This design comes from an exercise in tuning for small area on the open sky130 flow, not from production work. Function was checked by simulation only, so behaviour that the tests miss may differ from the original. Power is estimated from default activity; no workload was simulated. No driver is modelled on the clock port, so clocking that relies on it looks cheaper here than on a real chip.

Design mips_multicycle_core, start of the top module:
module mips_multicycle_core #(
    parameter logic [31:0] RESET_PC        = 32'h0000_0000,
    parameter bit          HALT_ON_ILLEGAL = 1'b1,
    parameter int unsigned WAIT_LIMIT      = 0
) (
    input  logic        clk,
    input  logic        rst_n,
    output logic        imem_req,
    output logic [31:0] imem_addr,
    input  logic [31:0] imem_rdata,
    input  logic        imem_ready,
    output logic        dmem_req,
    output logic        dmem_we,
    output logic [31:0] dmem_addr,
    output logic [31:0] dmem_wdata,
    input  logic [31:0] dmem_rdata,
    input  logic        dmem_ready,
    output logic [31:0] pc,
    output logic        retire,
    output logic        halted
);
    localparam logic [5:0] OP_RTYPE = 6'h00;
    localparam logic [5:0] OP_J     = 6'h02;
    localparam logic [5:0] OP_BEQ   = 6'h04;
    localparam logic [5:0] OP_BNE   = 6'h05;
    localparam logic [5:0] OP_ADDI  = 6'h08;
    localparam logic [5:0] OP_LW    = 6'h23;
    localparam logic [5:0] OP_SW    = 6'h2B;
    localparam logic [5:0] FN_ADD   = 6'h20;
    localparam logic [5:0] FN_SUB   = 6'h22;
    localparam logic [5:0] FN_AND   = 6'h24;
    localparam logic [5:0] FN_OR    = 6'h25;
    localparam logic [5:0] FN_SLT   = 6'h2A;
  ...
Size: about 1100 flip-flops, ~27000 um2 of cells after synthesis.
==> flow/config.mk <==
export PLATFORM = sky130hd
export DESIGN_NAME = mips_multicycle_core
export DESIGN_NICKNAME = mips_multicycle_core
export VERILOG_FILES = /design/flow/design.v
export SDC_FILE = /design/flow/constraint.sdc
export NUM_CORES = 4
export LEC_CHECK = 0
export ABC_AREA = 1
export CAP_MARGIN = 20
export CORE_MARGIN = 2
export CORE_UTILIZATION = 70
export PLACE_DENSITY = 0.75
export SLEW_MARGIN = 20
==> flow/constraint.sdc <==
create_clock -name core_clock -period 10.0 [get_ports {clk}]
set_input_delay 2.0000 -clock core_clock [delete_from_list [all_inputs] [get_ports {clk}]]
set_output_delay 2.0000 -clock core_clock [all_outputs]
set_load 0.01 [all_outputs]
standard.sh (not shown) runs the stock make flow with config.mk's settings and CLKGATE_MAP_FILE= SYNTH_SCRIPT=/design/flow/synth_recipe.tcl, a recipe that flattens the netlist after the stock synthesis.
==> flow/flow/run.sh <==
#!/bin/bash
# Standard layout, with port buffers of the smallest buffer cell and a CTS
# with larger sink clusters and no dummy loads.
set -euo pipefail
export BUFFER_PORTS_ARGS="-buffer_cell sky130_fd_sc_hd__buf_1"
export CTS_ARGS="-sink_clustering_enable -repair_clock_nets -dont_use_dummy_load -sink_clustering_size 30 -sink_clustering_max_diameter 80"
bash standard.sh > standard_flow.log 2>&1
The baseline went through all stages and came out clean.
==> next run, changes <==
CORE_UTILIZATION = 60   (was 70)
PLACE_DENSITY = 0.65   (was 0.75)
Effect:
- core utilization went down by 11 points
- setup slack loses 18 ps
- sequential power goes down by about 2%
- clock skew decreases by 14 ps
- wire length drops by 14%
- critical path depth stays the same
- total power is lower by 1.4%
- worst hold slack gets better by 9.5 ps
==> next run, changes <==
==> flow/flow/run.sh (replaced) <==
#!/bin/bash
# Standard layout, with port buffers of the smallest buffer cell and a CTS
# with larger sink clusters and no dummy loads.
set -euo pipefail
export BUFFER_PORTS_ARGS="-buffer_cell sky130_fd_sc_hd__buf_1"
export CTS_ARGS="-sink_clustering_enable -repair_clock_nets -dont_use_dummy_load -sink_clustering_size 35 -sink_clustering_max_diameter 80"
bash standard.sh > standard_flow.log 2>&1
CAP_MARGIN = 0   (was 20)
CORE_UTILIZATION = 70   (was 60)
GPL_TIMING_DRIVEN = 0   (was not set)
PLACE_DENSITY = 0.75   (was 0.65)
SLEW_MARGIN = 0   (was 20)
Result: Routed wire length goes up by about a fifth; die area went down by about a fifth; global-route usage went up by 6.9 points; cell count is about the same; cell area increases slightly; core utilization grows by 12 points; fmax falls by roughly a tenth; count of clock-buffer cells in the layout falls by 7; setup slack loses 690 ps; sequential power goes up slightly.

========
## run 1
Another version of the RTL of mips_multicycle_core (not shown whole).
For scale: roughly 1,100 flip-flops, roughly 200 I/O pins, roughly 28,000 um^2 of cells after synthesis.
clock: 10.0 ns
lec_check: 0
abc_area: 1
cap_margin: 20
core_margin: 2
core_utilization: 60
place_density: 0.65
slew_margin: 20
==> flow/flow/run.sh <==
#!/bin/bash
# Standard layout, with port buffers of the smallest buffer cell and a CTS
# with larger sink clusters and no dummy loads.
set -euo pipefail
export BUFFER_PORTS_ARGS="-buffer_cell sky130_fd_sc_hd__buf_1"
export CTS_ARGS="-sink_clustering_enable -repair_clock_nets -dont_use_dummy_load -sink_clustering_size 30 -sink_clustering_max_diameter 80"
bash standard.sh > standard_flow.log 2>&1
Changes in run 2 relative to run 1:
Settings: clearing ABC_AREA, which used to be 1; putting CTS_BUF_LIST at sky130_fd_sc_hd__clkbuf_4 where nothing was set; swapping 60 for 25 in CORE_UTILIZATION; swapping 0.65 for 0.4 in PLACE_DENSITY; putting CTS_CLUSTER_SIZE at 30 where nothing was set.
==> flow/run.sh (new file) <==
#!/bin/bash
# synth_recipe.tcl (not shown) runs the flow's synth.tcl, then flattens the netlist and writes it again
# the make line also repeats each setting of config.mk as NAME=value (left out here)
make -C /OpenROAD-flow-scripts/flow DESIGN_CONFIG=/design/flow/config.mk WORK_HOME=/design/flow/orfs CLKGATE_MAP_FILE= SYNTH_SCRIPT=/design/flow/synth_recipe.tcl finish
removed: flow/flow/run.sh
removed: flow/standard.sh
Compared with run 1, in run 2 final wirelength increased about 30%; total power after layout increased about 27%.
In the tables for run 2 and run 1, sum of met2 wire segment lengths after detailed routing reads higher with run 2.
Total global-route track usage, run 2 and run 1, higher one = run 1.
[run 2] cell area rose 18% relative to run 1
Global-route wire length before repair ends up lower on run 1.
Upper clock frequency limit, run 2 vs run 1: down by more than 10%
Portion of the layout cell area used by clock cells ended up 6.7 points higher on run 2 than on run 1.
Sequential share of layout area in run 2 is 12 points lower than in run 1
When run 2 is set beside run 1, its utilization turns out to be 34 points smaller.
When the final numbers for run 2 and run 1 were put side by side, the worst setup slack turned out to be smaller in run 2.
Edits applied to the flow inputs when going from run 2 to run 3:
Settings: CTS_BUF_LIST removed (was sky130_fd_sc_hd__clkbuf_4); CTS_CLUSTER_SIZE removed (was 30).
==> comparison <==
- Design area was higher in run 2 than in run 3.
- Cmp run 3 vs run 2: worst endpoint required time higher in run 3
- Run 3 finished all stages; the layout is clean.
- First-iteration DRC count, run 3 and run 2, lower one = run 2.
Input-level comparison between run 4 and run 3:
Settings: ABC_AREA now 1, previously not set.
==> flow/flow/run.sh (new file) <==
#!/bin/bash
# Standard layout, with port buffers of the smallest buffer cell and no CTS dummy loads.
set -euo pipefail
export BUFFER_PORTS_ARGS="-buffer_cell sky130_fd_sc_hd__buf_1"
export CTS_ARGS="-sink_clustering_enable -repair_clock_nets -dont_use_dummy_load"
bash standard.sh > standard_flow.log 2>&1
==> flow/standard.sh (new file) <==
#!/bin/bash
# synth_recipe.tcl (not shown) runs the flow's synth.tcl, then flattens the netlist and writes it again
# the make line also repeats each setting of config.mk as NAME=value (left out here)
make -C /OpenROAD-flow-scripts/flow DESIGN_CONFIG=/design/flow/config.mk WORK_HOME=/design/flow/orfs CLKGATE_MAP_FILE= SYNTH_SCRIPT=/design/flow/synth_recipe.tcl "${@:-finish}"
removed: flow/run.sh
==> comparison <==
Between run 3 and run 4, the fraction of standard cell area that is sequential is higher for run 4.
Status: total power density per cell area parity (run 3, run 4)
Run 4 ended up with simple AND/OR/NAND/NOR gates as its dominant combinational cell family by area after synthesis; run 3 ended up with compound AO/OA/AOI/OAI gates.
[compare] base=run 3 new=run 4: via-per-instance ratio saw a decrease, placed wire-length estimate after detailed placement moved down, final-layout clock buffer total decreased by about 32% relative to the old numbers, area fraction in and, or, nand and nor cells after synthesis climbed 2.3 points.
Relative to run 3, total power has gone down in run 4.
Against run 3 as the reference, run 4 delivers a lower clock latency at the later pin of the worst-skew pair.

## re-timing with driven ports
Ports are ideal in the flow. The routed layouts listed here were re-timed in OpenROAD.
Step 1: set_driving_cell puts a clkbuf_16 on clk and a buf_2 on each other input, an assumption about the parent block.
Step 2 moves the port delays by t, midway between the first and last clock arrival at a register: inputs arrive t later, outputs are due t later. That takes back most of the time a late clock gives input paths.
Three values: ideal ports, drivers, drivers and shift; two values: the first two.
| run | shift t [ns] | slack for setup (ns) | latest minus earliest clock arrival (ns) |
|---|---|---|---|
| the first run of note 1 | 0.626 | 4.797 / 4.797 / 4.797 | 0.104 / 0.104 |
| the second run of note 1 | 0.625 | 4.780 / 4.780 / 4.780 | 0.094 / 0.094 |
| the third run of note 1 | 0.625 | 4.091 / 4.091 / 4.091 | 0.071 / 0.071 |
| run 1 | 0.625 | 4.808 / 4.808 / 4.808 | 0.090 / 0.090 |
| run 2 | 1.048 | 4.098 / 4.041 / 4.145 | 0.129 / 0.128 |
| run 3 | 0.729 | 4.131 / 4.131 / 4.131 | 0.058 / 0.058 |
| run 4 | 0.690 | 4.591 / 4.591 / 4.591 | 0.055 / 0.054 |
After both steps every run listed still meets setup and hold.
